From an optimization exercise on the open Yosys and OpenROAD flow, aimed at small area; shortcuts taken in it are not production practice.
Only simulation tests tie the RTL to the original design; equivalence was not proved.

== the previous run ==
==> flow/design.v (excerpt) <==
module id_stage_top (
    input  logic        CLK,
    input  logic        RST,
    input  logic [31:0] fetch_pc1,
    input  logic [31:0] fetch_pc2,
    input  logic [31:0] fetch_inst1,
    input  logic [31:0] fetch_inst2,
    input  logic [31:0] clr_w_mask,
    input  logic        ex_set_pc,
    input  logic [31:0] ex_pc,
    output logic [31:0] ctrl1,
    output logic [31:0] ctrl2,
    output logic        id_set_pc,
    output logic [31:0] id_pc
);
For scale: ~950 cells after synthesis, roughly 120 flip-flops, roughly 290 I/O pins.
clock: 5.5 ns
lec_check: 0
cap_margin: 20
core_margin: 2
core_utilization: 55
gpl_timing_driven: 0
setup_slack_margin: 0.25
slew_margin: 20
standard.sh (not shown) runs the stock make flow with config.mk's settings and CLKGATE_MAP_FILE= SYNTH_SCRIPT=/design/flow/synth_recipe.tcl, a recipe that flattens the netlist after the stock synthesis.
==> flow/flow/run.sh <==
#!/bin/bash
# The standard layout (standard.sh) with these changes:
#  - synthesis: synth_recipe.tcl unchanged, except that ABC maps with the
#    area-oriented script flow/abc.script instead of ORFS's speed script;
#  - port buffers: the smallest buffer (buf_1) instead of buffer_ports' pick;
#  - clock tree: clkbuf_4 buffers, clusters of at most 10 sinks, no dummy loads;
set -euo pipefail
here=$(pwd)
{
  echo 'proc abc {args} {'
  echo '  set i [lsearch $args -script]'
  echo "  if {\$i >= 0} { lset args [expr {\$i + 1}] $here/flow/abc.script }"
  echo '  yosys abc {*}$args'
  echo '}'
  cat synth_recipe.tcl
} > own_synth.tcl
sed "s|SYNTH_SCRIPT=[^ ]*|SYNTH_SCRIPT=$here/own_synth.tcl|" standard.sh > own_standard.sh
grep -q "SYNTH_SCRIPT=$here/own_synth.tcl" own_standard.sh
export BUFFER_PORTS_ARGS="-buffer_cell sky130_fd_sc_hd__buf_1"
export CTS_ARGS="-sink_clustering_enable -repair_clock_nets -buf_list sky130_fd_sc_hd__clkbuf_4 -sink_clustering_size 10 -dont_use_dummy_load"
export REMOVE_ABC_BUFFERS=1
bash own_standard.sh > standard.log 2>&1
==> flow/flow/abc.script <==
strash
dch
amap
topo
diff inputs: the previous run => the current run
--- a/flow/design.v
+++ b/flow/design.v
@@ -134,23 +134,23 @@
             default:                               dest_of = '0;
         endcase
     endfunction
     logic        rst_q;                  
     logic [31:0] pc_nx;                  
     logic [3:0]  cls1, cls2;
     logic [4:0]  rd1, rd2;               
-    logic        ok1, ok2;               
+    localparam logic [3:0] C_STALL = 4'b1111;    
     logic [2:0]  bp1, bp2;               
     logic [3:0]  o_cls1, o_cls2;         
     logic [4:0]  o_dst1, o_dst2;
     logic [2:0]  o_bp1, o_bp2;
     logic        va1, va2;               
     logic        l1, l2;
-    assign l1 = !rst_q && ok1 && !ex_set_pc;
-    assign l2 = l1 && ok2;
+    assign l1 = !rst_q && cls1 != C_STALL && !ex_set_pc;
+    assign l2 = l1 && cls2 != C_STALL;
     logic na1, na2, nb1, nb2;            
     logic na1_ld, na2_ld;
     assign na1    = l1 && (rd1 != '0) && !clr_w_mask[rd1];
     assign na2    = l2 && (rd2 != '0) && !clr_w_mask[rd2];
     assign nb1    = va1 && !clr_w_mask[o_dst1];
     assign nb2    = va2 && !clr_w_mask[o_dst2];
     assign na1_ld = (cls1 == C_LW);
@@ -216,51 +216,49 @@
     assign f_chk2 = check(f_cls2, query(fetch_inst2[25:21]), query(fetch_inst2[20:16]));
     assign f_qd1  = query(f_rd1);
     assign f_qd2  = query(f_rd2);
     assign f_ok1  = !f_qd1[3] && !f_chk1[4];
     assign f_ok2  = !f_qd2[3] && !f_chk2[4];
     assign f_dep  = (f_rd1 != '0) && ((f_rd2 == f_rd1) || (fetch_inst2[25:21] == f_rd1) ||
                                       (fetch_inst2[20:16] == f_rd1));
-    logic [31:0] borrow;
-    logic [7:0]  gz;                     
+    logic [31:0] f_borrow;
+    logic [7:0]  f_gz;                   
     for (genvar g = 0; g < 8; g++) begin : g_gz
         if (g < 7) begin : g_full
-            assign gz[g] = (pc_nx[4*g+5:4*g+2] == 4'd0);
+            assign f_gz[g] = (fetch_pc1[4*g+5:4*g+2] == 4'd0);
         end else begin : g_part
-            assign gz[g] = (pc_nx[31:30] == 2'd0);
+            assign f_gz[g] = (fetch_pc1[31:30] == 2'd0);
         end
     end
-    assign borrow[1:0] = 2'b00;
+    assign f_borrow[1:0] = 2'b00;
     for (genvar i = 2; i < 32; i++) begin : g_borrow
         localparam int G = (i - 2) / 4;      
         localparam int L = 4 * G + 2;        
         if (i == L) begin : g_lo
             if (G == 0) begin : g_first
-                assign borrow[i] = 1'b1;
+                assign f_borrow[i] = 1'b1;
             end else begin : g_next
-                assign borrow[i] = &gz[G-1:0];
+                assign f_borrow[i] = &f_gz[G-1:0];
             end
         end else begin : g_in
             if (G == 0) begin : g_first
-                assign borrow[i] = (pc_nx[i-1:L] == '0);
+                assign f_borrow[i] = (fetch_pc1[i-1:L] == '0);
             end else begin : g_next
-                assign borrow[i] = (&gz[G-1:0]) && (pc_nx[i-1:L] == '0);
+                assign f_borrow[i] = (&f_gz[G-1:0]) && (fetch_pc1[i-1:L] == '0);
             end
         end
     end
     always_ff @(posedge CLK) begin
         rst_q <= RST;
         if (f_ok1 && f_ok2 && !f_dep) pc_nx <= fetch_pc2;
-        else                          pc_nx <= fetch_pc1;
-        cls1  <= f_cls1 | {1'b0, f_chk1[3], 2'b00};
-        cls2  <= f_cls2 | {1'b0, f_chk2[3], 2'b00};
+        else                          pc_nx <= fetch_pc1 ^ (f_borrow & {32{!f_ok1}});
+        cls1  <= f_ok1 ? f_cls1 | {1'b0, f_chk1[3], 2'b00} : C_STALL;
+        cls2  <= f_ok2 && !f_dep ? f_cls2 | {1'b0, f_chk2[3], 2'b00} : C_STALL;
         rd1   <= f_rd1;
         rd2   <= f_rd2;
-        ok1   <= f_ok1;
-        ok2   <= f_ok2 && !f_dep;
         bp1   <= f_chk1[2:0];
         bp2   <= f_chk2[2:0];
     end
     always_ff @(posedge CLK) begin
         if (RST) begin
             o_cls1    <= '0;
             o_cls2    <= '0;
@@ -282,15 +280,15 @@
             va2       <= na2;
             id_set_pc <= ex_set_pc || (!rst_q && !l2);
         end
     end
     always_ff @(posedge CLK) begin
         if (ex_set_pc)  id_pc <= ex_pc;
         else if (rst_q) id_pc <= 32'd0;
-        else            id_pc <= pc_nx ^ (borrow & {32{!ok1}});    
+        else            id_pc <= pc_nx;
     end
     function automatic logic [31:0] ctrl_of(input logic [3:0] c, input logic [4:0] d,
                                             input logic [2:0] bp);
         logic [2:0] pc_src;
         logic [3:0] src_sel;
         logic [3:0] alu_op;
         logic [2:0] sel;
The worst setup path endpoint comes out pc_nx[31]$_DFF_P_ in one run and pc_nx[8]$_DFF_P_ in the other, namely in the current run and the previous run respectively. Diff the previous run -> the current run: fmax went down by 4.0%, register-to-register slack went down by 0.20 ns, utilization went up by 2.6 points, global-route wire length before repair went up by 3800 µm, final weighted congestion of routability-driven global placement went down by about 2%. Die area across the current run and the previous run: no real change. Diff the current run..the previous run | clock-cell share of area | negligible.

==> port drivers added, routing unchanged <==
The results above use ideal ports. As a check the final layouts listed here were re-extracted and re-timed, cells and wires unchanged. Step 1 sets driving cells, clkbuf_16 on the clock port and buf_2 on the other inputs (assumed; they add their load-dependent delay and slew). Step 2 moves the port delays by t, midway between the first and last clock arrival at a register: inputs arrive t later, outputs are due t later. That takes back most of the time a late clock gives input paths. Three values: ideal, step 1, step 2; two values: the first two.
run	shift t [ns]	slack for setup (ns)	clock arrival spread, ns	slew at the worst register clock pin (ns)	cell pins on the clock port's net
the previous run	0.546	0.445 / 0.453 / -0.093	0.045 / 0.045	0.12 / 0.12	1
the current run	0.575	0.236 / 0.240 / -0.334	0.031 / 0.031	0.10 / 0.10	1
With both steps, setup timing fails in the previous run and the current run, where it was met with ideal ports. The setup slack of the current run, which loses most, moves by +0.004 ns with the drivers and by -0.570 ns with both steps.
